Context: an optimization exercise on an open-source flow, tuned for small area and a short achievable clock period. The choices shown serve that exercise and are no tape-out recipe.
Function was checked by simulation only, so behaviour that the tests miss may differ from the original.
Power and IR drop assume default switching activity.

**flow/design.v**
```verilog
package dynode_pkg;
   typedef logic [12-1:0] sample_t;      
   typedef logic [8-1:0]    raw_t;         
   typedef logic [24-1:0]   evtime_t;      
   typedef logic [12-1:0] energy_t;      
   typedef logic [16-1:0]   fifo_word_t;
   typedef logic [4-1:0]   link_word_t;
   typedef enum logic [1:0] {
      MODE_ENERGY      = 2'd0,    
      MODE_RAW         = 2'd1,    
      MODE_BLCOR       = 2'd2,    
      MODE_BLCOR_SHORT = 2'd3     
   } readout_mode_t;
   typedef enum logic [2:0] {
      FS_IDLE,
      FS_PREAMBLE,
      FS_NWORDS,
      FS_MASK,
      FS_DATA
   } frame_state_t;
   typedef enum logic [2:0] {
      AL_SETTLE,                  
      AL_CHECK,                   
      AL_SLIP,                    
      AL_WAIT,                    
      AL_HALT                     
   } align_state_t;
   typedef struct packed {
      logic    evt_strobe;        
      evtime_t evt_time;
      logic    ene_load;          
      energy_t energy;
   } event_in_t;
endpackage
`timescale 1ns/1ns
module dynode_readout_top (
   input  logic                clk,
   input  logic                rst,
   input  logic                evt_strobe,
   input  dynode_pkg::evtime_t             evt_time,
   input  logic                ene_load,
   input  dynode_pkg::energy_t             energy,
   input  dynode_pkg::raw_t                raw_sample,
   input  dynode_pkg::sample_t             blcor_sample,
   input  logic                trigger,
   input  logic [1:0]          data_mode,
   input  logic [1:0]          channel_select,
   input  logic [4-1:0]   data_delay_len,
   input  logic                fifo_ren,
   input  dynode_pkg::link_word_t          link_word,
   output logic [8-1:0]  mcu_trigger,
   output logic [12-1:0] event_whole,
   output logic [12-1:0]  event_frac,
   output dynode_pkg::fifo_word_t          fifo_rdata,
   output logic                fifo_not_empty,
   output logic                fifo_nearly_full,
   output logic                bitslip,
   output logic                link_aligned,
   output logic [15:0]         bitslip_count
);
   logic [7:0]  ev_whole_q;
   logic        frame_load;
   logic [11:0] latched_energy;
   always_ff @(posedge clk) begin
      if (rst) begin
         mcu_trigger <= 8'hFF;
         frame_load  <= 1'b0;
      end else begin
         if (!evt_strobe)
            mcu_trigger <= 8'hFF;
         else if (&evt_time[11:6])
            mcu_trigger <= 8'hF8;
         else
            mcu_trigger <= evt_time[11:4];
         frame_load <= ene_load | trigger;
      end
   end
   always_ff @(posedge clk) begin
      ev_whole_q <= evt_time[19:12];
      event_frac <= evt_time[11:0];
   end
   assign event_whole = {4'b0, ev_whole_q};
   always_ff @(posedge clk)
      if (ene_load)
         latched_energy <= energy;
   logic [11:0] blcor_q [15];
   logic [11:0] head_q  [4];
   logic [11:0] prog_q  [17];
   logic [3:0]  dly_len_q;
   logic [11:0] delayed_sample;
   always_ff @(posedge clk) begin
      blcor_q[0] <= blcor_sample;
      for (int i = 1; i < 15; i++)
         blcor_q[i] <= blcor_q[i-1];
      if (data_mode == 2'd1)
         head_q[0] <= {4'b0, raw_sample};
      else
         head_q[0] <= blcor_q[14];
      for (int i = 1; i < 4; i++)
         head_q[i] <= head_q[i-1];
      prog_q[0] <= head_q[3];
      for (int i = 1; i < 17; i++)
         prog_q[i] <= prog_q[i-1];
      dly_len_q <= data_delay_len;
   end
   always_comb begin
      delayed_sample = '0;
      for (int i = 0; i < 16; i++)
         delayed_sample = delayed_sample | ({12{dly_len_q == 4'(i)}} & prog_q[i+1]);
   end
   localparam logic [2:0] FS_IDLE = 3'd0, FS_PREAMBLE = 3'd1, FS_NWORDS = 3'd2,
                          FS_MASK = 3'd3, FS_DATA = 3'd4;
   logic [2:0]  fstate;
   logic [5:0]  words_left;
   logic [5:0]  nwords;
   logic        fifo_wen;
   logic [12:0] fifo_wdata;
   always_comb begin
      case (data_mode)
         2'd0:    nwords = 6'd1;
         2'd3:    nwords = 6'd17;
         default: nwords = 6'd33;
      endcase
   end
   always_ff @(posedge clk) begin
      if (rst) begin
         fstate     <= FS_IDLE;
         fifo_wen   <= 1'b0;
         words_left <= '0;
      end else begin
         case (fstate)
            FS_IDLE: begin
               fifo_wen   <= 1'b0;
               words_left <= nwords;
               if (frame_load)
                  fstate <= FS_PREAMBLE;
            end
            FS_PREAMBLE: begin
               fifo_wen <= 1'b1;
               fstate   <= FS_NWORDS;
            end
            FS_NWORDS: begin
               fifo_wen <= 1'b1;
               fstate   <= FS_MASK;
            end
            FS_MASK: begin
               fifo_wen <= 1'b1;
               fstate   <= FS_DATA;
            end
            FS_DATA: begin
               fifo_wen   <= 1'b1;
               words_left <= words_left - 6'd1;
               if (words_left == 6'd1)
                  fstate <= FS_IDLE;
            end
            default: begin
               fifo_wen <= 1'b0;
               fstate   <= FS_IDLE;
            end
         endcase
      end
   end
   always_ff @(posedge clk) begin
      case (fstate)
         FS_PREAMBLE: fifo_wdata <= 13'h15A5;
         FS_NWORDS:   fifo_wdata <= {7'b0, nwords};
         FS_MASK:     fifo_wdata <= {9'b0, 4'b0001 << channel_select};
         default:     fifo_wdata <= {1'b0, (words_left == 6'd1) ? latched_energy : delayed_sample};
      endcase
   end
   logic [12:0] mem [63];
   logic [7:0]  wr_hi, wr_lo;                     
   logic [7:0]  rd_hi, rd_lo;                     
   logic [12:0] rd_word;
   logic [6:0]  count;                           
   logic        full_q, le1_q;
   logic [12:0] head_word;                      
   logic        do_wr, do_rd, head_ld, rd_wrap, wr_wrap;
   logic [6:0]  cnt_a;
   assign do_wr   = fifo_wen & ~full_q;
   assign do_rd   = fifo_ren & fifo_not_empty;
   assign cnt_a   = count + {6'b0, do_wr};
   assign head_ld = fifo_ren | ~fifo_not_empty;
   assign rd_wrap = rd_hi[7] & rd_lo[6];          
   assign wr_wrap = wr_hi[7] & wr_lo[6];
   always_ff @(posedge clk)
      for (int i = 0; i < 63; i++)
         if (do_wr && wr_hi[i/8] && wr_lo[i%8])
            mem[i] <= fifo_wdata;
   always_ff @(posedge clk) begin
      if (rst) begin
         wr_hi            <= 8'b0000_0001;
         wr_lo            <= 8'b0000_0001;
         count            <= '0;
         fifo_not_empty   <= 1'b0;
         fifo_nearly_full <= 1'b0;
         full_q           <= 1'b0;
         le1_q            <= 1'b1;
      end else begin
         if (do_wr && !(le1_q && head_ld)) begin
            wr_lo <= wr_wrap ? 8'b0000_0001 : {wr_lo[6:0], wr_lo[7]};
            if (wr_wrap)
               wr_hi <= 8'b0000_0001;
            else if (wr_lo[7])
               wr_hi <= {wr_hi[6:0], wr_hi[7]};
         end
         if (do_rd) begin
            count            <= cnt_a - 7'd1;
            fifo_not_empty   <= cnt_a >= 7'd2;
            fifo_nearly_full <= cnt_a >= 7'd57;
            full_q           <= 1'b0;
            le1_q            <= cnt_a <= 7'd2;
         end else begin
            count            <= cnt_a;
            fifo_not_empty   <= cnt_a >= 7'd1;
            fifo_nearly_full <= cnt_a >= 7'd56;
            full_q           <= cnt_a == 7'd64;
            le1_q            <= cnt_a <= 7'd1;
         end
      end
   end
   logic [7:0]  rd_hi_n, rd_lo_n;
   logic [62:0] rd_sel;
   always_comb begin
      rd_hi_n = rd_hi;
      rd_lo_n = rd_lo;
      if (rst) begin
         rd_hi_n = 8'b0000_0001;
         rd_lo_n = 8'b0000_0001;
      end else if (fifo_ren && !le1_q) begin
         rd_lo_n = rd_wrap ? 8'b0000_0001 : {rd_lo[6:0], rd_lo[7]};
         if (rd_wrap)
            rd_hi_n = 8'b0000_0001;
         else if (rd_lo[7])
            rd_hi_n = {rd_hi[6:0], rd_hi[7]};
      end
   end
   always_ff @(posedge clk) begin
      rd_hi <= rd_hi_n;
      rd_lo <= rd_lo_n;
      for (int i = 0; i < 63; i++)
         rd_sel[i] <= rd_hi_n[i/8] & rd_lo_n[i%8];
   end
   always_comb begin
      rd_word = '0;
      for (int i = 0; i < 63; i++)
         rd_word = rd_word | ({13{rd_sel[i]}} & mem[i]);
   end
   logic [12:0] head_keep, head_next;
   logic        keep_ld;
   assign head_next = le1_q ? fifo_wdata : rd_word;
   assign keep_ld   = head_ld & (fifo_not_empty | fifo_wen);
   always_ff @(posedge clk) begin
      if (keep_ld)
         head_keep <= head_next;
      head_word <= head_ld ? head_next : head_keep;
   end
   assign fifo_rdata = {head_word[12], 1'b0, head_word[12], 1'b0, head_word[11:0]};
   localparam logic [2:0] AL_SETTLE = 3'd0, AL_CHECK = 3'd1, AL_SLIP = 3'd2,
                          AL_WAIT = 3'd3, AL_HALT = 3'd4;
   logic [2:0] astate;
   logic [3:0] cyc_cnt;
   always_ff @(posedge clk) begin
      if (rst) begin
         astate  <= AL_SETTLE;
         cyc_cnt <= '0;
      end else begin
         case (astate)
            AL_SETTLE: begin
               cyc_cnt <= cyc_cnt + 4'd1;
               if (cyc_cnt == 4'd7) begin
                  cyc_cnt <= '0;
                  astate  <= AL_CHECK;
               end
            end
            AL_CHECK:
               astate <= link_word[3] ? AL_HALT : AL_SLIP;
            AL_SLIP: begin
               cyc_cnt <= '0;
               astate  <= AL_WAIT;
            end
            AL_WAIT: begin
               cyc_cnt <= cyc_cnt + 4'd1;
               if (cyc_cnt == 4'd4) begin
                  cyc_cnt <= '0;
                  astate  <= AL_CHECK;
               end
            end
            AL_HALT: begin
               cyc_cnt <= '0;
               if (!link_word[3])
                  astate <= AL_SETTLE;
            end
            default: begin
               cyc_cnt <= '0;
               astate  <= AL_SETTLE;
            end
         endcase
      end
   end
   always_ff @(posedge clk) begin
      if (rst) begin
         bitslip       <= 1'b0;
         link_aligned  <= 1'b0;
         bitslip_count <= '0;
      end else begin
         bitslip      <= (astate == AL_SLIP);
         link_aligned <= (astate == AL_HALT);
         bitslip_count <= bitslip_count + {15'd0, bitslip};
      end
   end
endmodule
```
**flow/flow/run.sh**
```bash
#!/bin/bash
set -euo pipefail
export BUFFER_PORTS_ARGS="-buffer_cell sky130_fd_sc_hd__buf_1"
export CTS_ARGS="-sink_clustering_enable -repair_clock_nets -sink_clustering_size 20 -sink_clustering_max_diameter 60 -dont_use_dummy_load -buf_list sky130_fd_sc_hd__clkbuf_8 -root_buf sky130_fd_sc_hd__clkbuf_16"
bash standard.sh finish > make_finish.log 2>&1
```
**flow/standard.sh**
```bash
#!/bin/bash
# synth_recipe.tcl (not shown) runs the flow's synth.tcl, then flattens the netlist and writes it again
# the make line also repeats each setting of config.mk as NAME=value (left out here)
make -C /OpenROAD-flow-scripts/flow DESIGN_CONFIG=/design/flow/config.mk WORK_HOME=/design/flow/orfs CLKGATE_MAP_FILE= SYNTH_SCRIPT=/design/flow/synth_recipe.tcl "${@:-finish}"
```
**flow/config.mk**
```make
export PLATFORM = sky130hd
export DESIGN_NAME = dynode_readout_top
export DESIGN_NICKNAME = dynode_readout_top
export VERILOG_FILES = /design/flow/design.v
export SDC_FILE = /design/flow/constraint.sdc
export NUM_CORES = 4
export LEC_CHECK = 0
export CAP_MARGIN = 5
export CORE_MARGIN = 2
export CORE_UTILIZATION = 40
export SETUP_SLACK_MARGIN = 3.7
export SLEW_MARGIN = 5
```
**flow/constraint.sdc**
```tcl
create_clock -name core_clock -period 6.0 [get_ports {clk}]
set_input_delay 1.2000 -clock core_clock [delete_from_list [all_inputs] [get_ports {clk}]]
set_output_delay 1.2000 -clock core_clock [all_outputs]
set_load 0.01 [all_outputs]
```
==> results.py <==
metrics = {
    "run_status": {
        "status": "timing/DRC/antenna clean",
    },
    "global_route": {
        "grt_max_degree": 69,
        "grtUsageTotal_pct": 24.58,
        "first_global_vias": 26970,
        "grt_pass1_wl_um": 208400,
        "antenna_found_initial": 6,
        "grt.overflow.total": 0,
    },
    "sta": {
        "rsz0062_at_grt": "true",
        "period_share_pct": 39.54,
        "slew_viol_final": 0,
        "holdWs_ps": 278.4,
        "worst_pin_slew_ps": 1359,
        "clock.fmax_ghz": 0.4215,
        "finalClockSkew_ps": 67.49,
        "fin_crit_ps": 2373,
        "hold_viol": 0,
        "setup_tns_ps": 0,
        "fin_ws_ps": 3627,
        "slew_headroom_pct": 9.412,
        "finalSetupViolations": 0,
    },
    "yosys": {
        "synth_edf_count": 844,
        "synth_cell_type_count": 76,
        "yosysWarnings": 5,
        "synth-seq-cells": 1476,
        "yosys_most_used_dff": "edfxtp_1",
        "avgSynthCellArea_sq_um": 15.90,
        "synthCells": 2996,
        "netlist_area_sq_mm": 0.04765,
        "seq_area_frac_synth_pct": 79.75,
        "synthArstFlopShare_pct": 0,
    },
    "detailed_routing": {
        "viasPerCell": 6.079,
        "ant_nets": 0,
        "drt_iter0_drc": 4921,
        "drcViolationCount": 0,
        "wirelength_um": 153000,
        "vias": 29140,
        "first_pass_iters": 6,
        "wire_per_inst_um": 31.93,
    },
    "pwr": {
        "power_density_mw_per_mm2": 340.2,
        "ir_worst_vdd_mv": 0.2207,
        "cellLeakagePower_nw": 18.19,
    },
    "worst_setup_path": {
        "required_ps": 4800,
        "path_class": "reg -> out",
        "worstPathMaxFanout": 1,
        "cpMaxStageDelayCell": "dfxtp_4",
        "end_kind": "primary output",
        "critical_path.max_stage_delay_ps": 380,
        "cp_cell_sequence": "buf_6",
        "crit_family": "flip-flops",
        "cp.buffers_inverters": 1,
        "start_kind": "flop",
        "crit_arrival_ps": 1170,
    },
    "placement": {
        "placed_cell_area_sq_mm": 0.05039,
        "io_buffers": 128,
        "dp.cells": 4640,
        "gp_congestion": 0.8866,
        "place_ws_ps": 2856,
        "dpl.hpwl_um": 88120,
    },
    "floorplanning": {
        "die_w_um": 349.1,
        "die_h_um": 349.1,
        "core_area_sq_mm": 0.1181,
        "num_rows": 126,
        "dieArea_sq_mm": 0.1219,
        "io_pins": 142,
        "start_util_pct": 40.35,
    },
    "cts": {
        "cts_made_buffers": 101,
        "clockBufferDepth": 3,
        "clock_latency_ps": 670,
        "cts_max_level": 3,
        "cts-root-buf": "clkbuf_16",
        "cts.clk_slew.worst_paths_ps": 120,
        "hold_buffers": 0,
        "clock_sinks": 1476,
        "cts_tree": "yes",
    },
    "layout": {
        "layout.nets": 3346,
        "final_area_sq_mm": 0.05338,
        "final_common_cell": "edfxtp_1",
        "finalNonFillerCells": 4793,
        "area_growth_syn_to_layout_pct": 12.04,
        "layout-drive-gt1-share_pct": 16.83,
        "final_cell_mix": "edfxtp_1, dfxtp_1, a22oi_1",
    },
    "worst_hold_path": {
        "min_path_type": "reg -> reg",
    },
    "run": {
        "cap_violations": 0,
    },
}
-- logic make-up after synthesis --
group	after synthesis	synth area share (%)
and+or+nand+nor	583	6.394
other	1	0.007871
AOI/OAI and AO/OA	643	9.848
DFF	1476	79.75
muxes	62	1.429
adders and majority gates	14	0.3677
xor gates and xnor gates	24	0.4412
buffers and inverters	193	1.765
-- registers in the layout, indices dropped and copies added, names as in the netlist, 12 cells and up --
register / cells
head_q: 48
head_word: 13
event_frac: 12
head_keep: 13
fifo_wdata: 13
bitslip_count: 16
blcor_q: 180
mem: 819
rd_sel: 63
latched_energy: 12
prog_q: 204
-- cells in the mapped netlist, types with 5 or more instances --
| cell type | number | area, sq um |
|---|---|---|
| or3_1 | 6 | 37.54 |
| mux2i_1 | 23 | 230.2 |
| o21ai_1 | 5 | 25.02 |
| nor2_1 | 121 | 454.2 |
| and3b_1 | 5 | 43.79 |
| o22ai_1 | 5 | 31.28 |
| nand2_1 | 93 | 349.1 |
| nand3_1 | 42 | 210.2 |
| buf_4 | 15 | 112.6 |
| inv_1 | 42 | 157.7 |
| buf_2 | 18 | 90.09 |
| and3_1 | 73 | 456.7 |
| nor4_1 | 19 | 118.9 |
| a22oi_1 | 434 | 3258 |
| mux2_2 | 37 | 416.7 |
| xnor2_1 | 13 | 113.9 |
| a32oi_1 | 22 | 192.7 |
| o211ai_1 | 6 | 45.04 |
| a31oi_1 | 9 | 56.30 |
| nor2b_1 | 19 | 118.9 |
| edfxtp_1 | 844 | 25340 |
| a21oi_1 | 61 | 305.3 |
| a22oi_2 | 5 | 62.56 |
| xor2_1 | 11 | 96.34 |
| a221oi_1 | 7 | 61.31 |
| nand3b_1 | 6 | 45.04 |
| nor3b_1 | 5 | 37.54 |
| buf_6 | 5 | 56.30 |
| clkbuf_1 | 106 | 397.9 |
| or2_2 | 10 | 62.56 |
| and2_1 | 8 | 50.05 |
| nand2b_1 | 12 | 75.07 |
| dfxtp_1 | 632 | 12650 |
| nor3_1 | 52 | 260.3 |
| nand4_1 | 102 | 638.1 |
| ha_1 | 14 | 175.2 |
| o21ai_0 | 37 | 185.2 |
-- timing repair --
action,4_1_cts,5_1_grt
buffers inserted,30,19
gates cloned,2,0
endpoints found under the hold margin,0,0
pin swaps,12,24
gates resized for setup,218,94
setup endpoints to repair,500,118
-- per-stage QoR --
step	utilization (%)	power (mW)
2_1_floorplan	-	12.78
3_3_place_gp	42.68	13.49
3_5_place_dp	42.68	13.53
4_1_cts	44.73	18.10
5_1_grt	45.21	18.70
6_report	45.21	18.16
-- path summary, 6_finish.rpt --
| path | start | to | slack (ps) | depth (start not counted) |
|---|---|---|---|---|
| max | head_word[1]$_DFF_P_ | fifo_rdata[1] | 3630 | 1 |
| min | blcor_q[2][2]$_DFF_P_ | blcor_q[3][2]$_DFF_P_ | 280 | 0 |
| max reg2reg | rd_sel[52]$_DFF_P_ | head_word[12]$_DFF_P_ | 3650 | 6 |
| min reg2reg | blcor_q[2][2]$_DFF_P_ | blcor_q[3][2]$_DFF_P_ | 280 | 0 |
-- layout make-up --
type,instances,area [sq um]
fill,10210,64700
sequential,1476,38120
multi-input combinational,1334,9323
timing repair buffer,300,2356
tap,1536,1922
clock buffer,101,1491
inverter,45,168.9
antenna,1,2.502
-- layer usage --
layer	share of wire [%]	GRT usage (%)
met1	36	32.54
met2	44	37.54
met3	14	6.387
met4	5.3	12.06
met5	0.13	0.3201
-- report_power, final --
part	leakage (nW)	switching, mW	internal (mW)
clock	0.772	2.97	1.66
sequential	12.9	0.224	11.5
combinational	4.47	1.25	0.552

[what the ideal ports hide]
The results above use ideal ports. As a check the final layout listed here was re-extracted and re-timed, cells and wires unchanged. Step 1, drivers: a clkbuf_16 drives clk and a buf_2 each remaining input, both assumed. Step 2 moves the port delays by t, midway between the first and last clock arrival at a register: inputs arrive t later, outputs are due t later. That takes back most of the time a late clock gives input paths. Three values: ideal, step 1, step 2; two values: the first two.
t, ns: 0.715
setup WS [ns]: 3.627 / 3.557 / 3.173
latest minus earliest clock arrival (ns): 0.082 / 0.082
slew at the worst register clock pin (ns): 0.12 / 0.12
cell pins on the clock port's net: 1
After both steps this run still meets setup and hold. For this run, drivers alone change the setup slack by -0.070 ns; drivers and shift together by -0.454 ns.
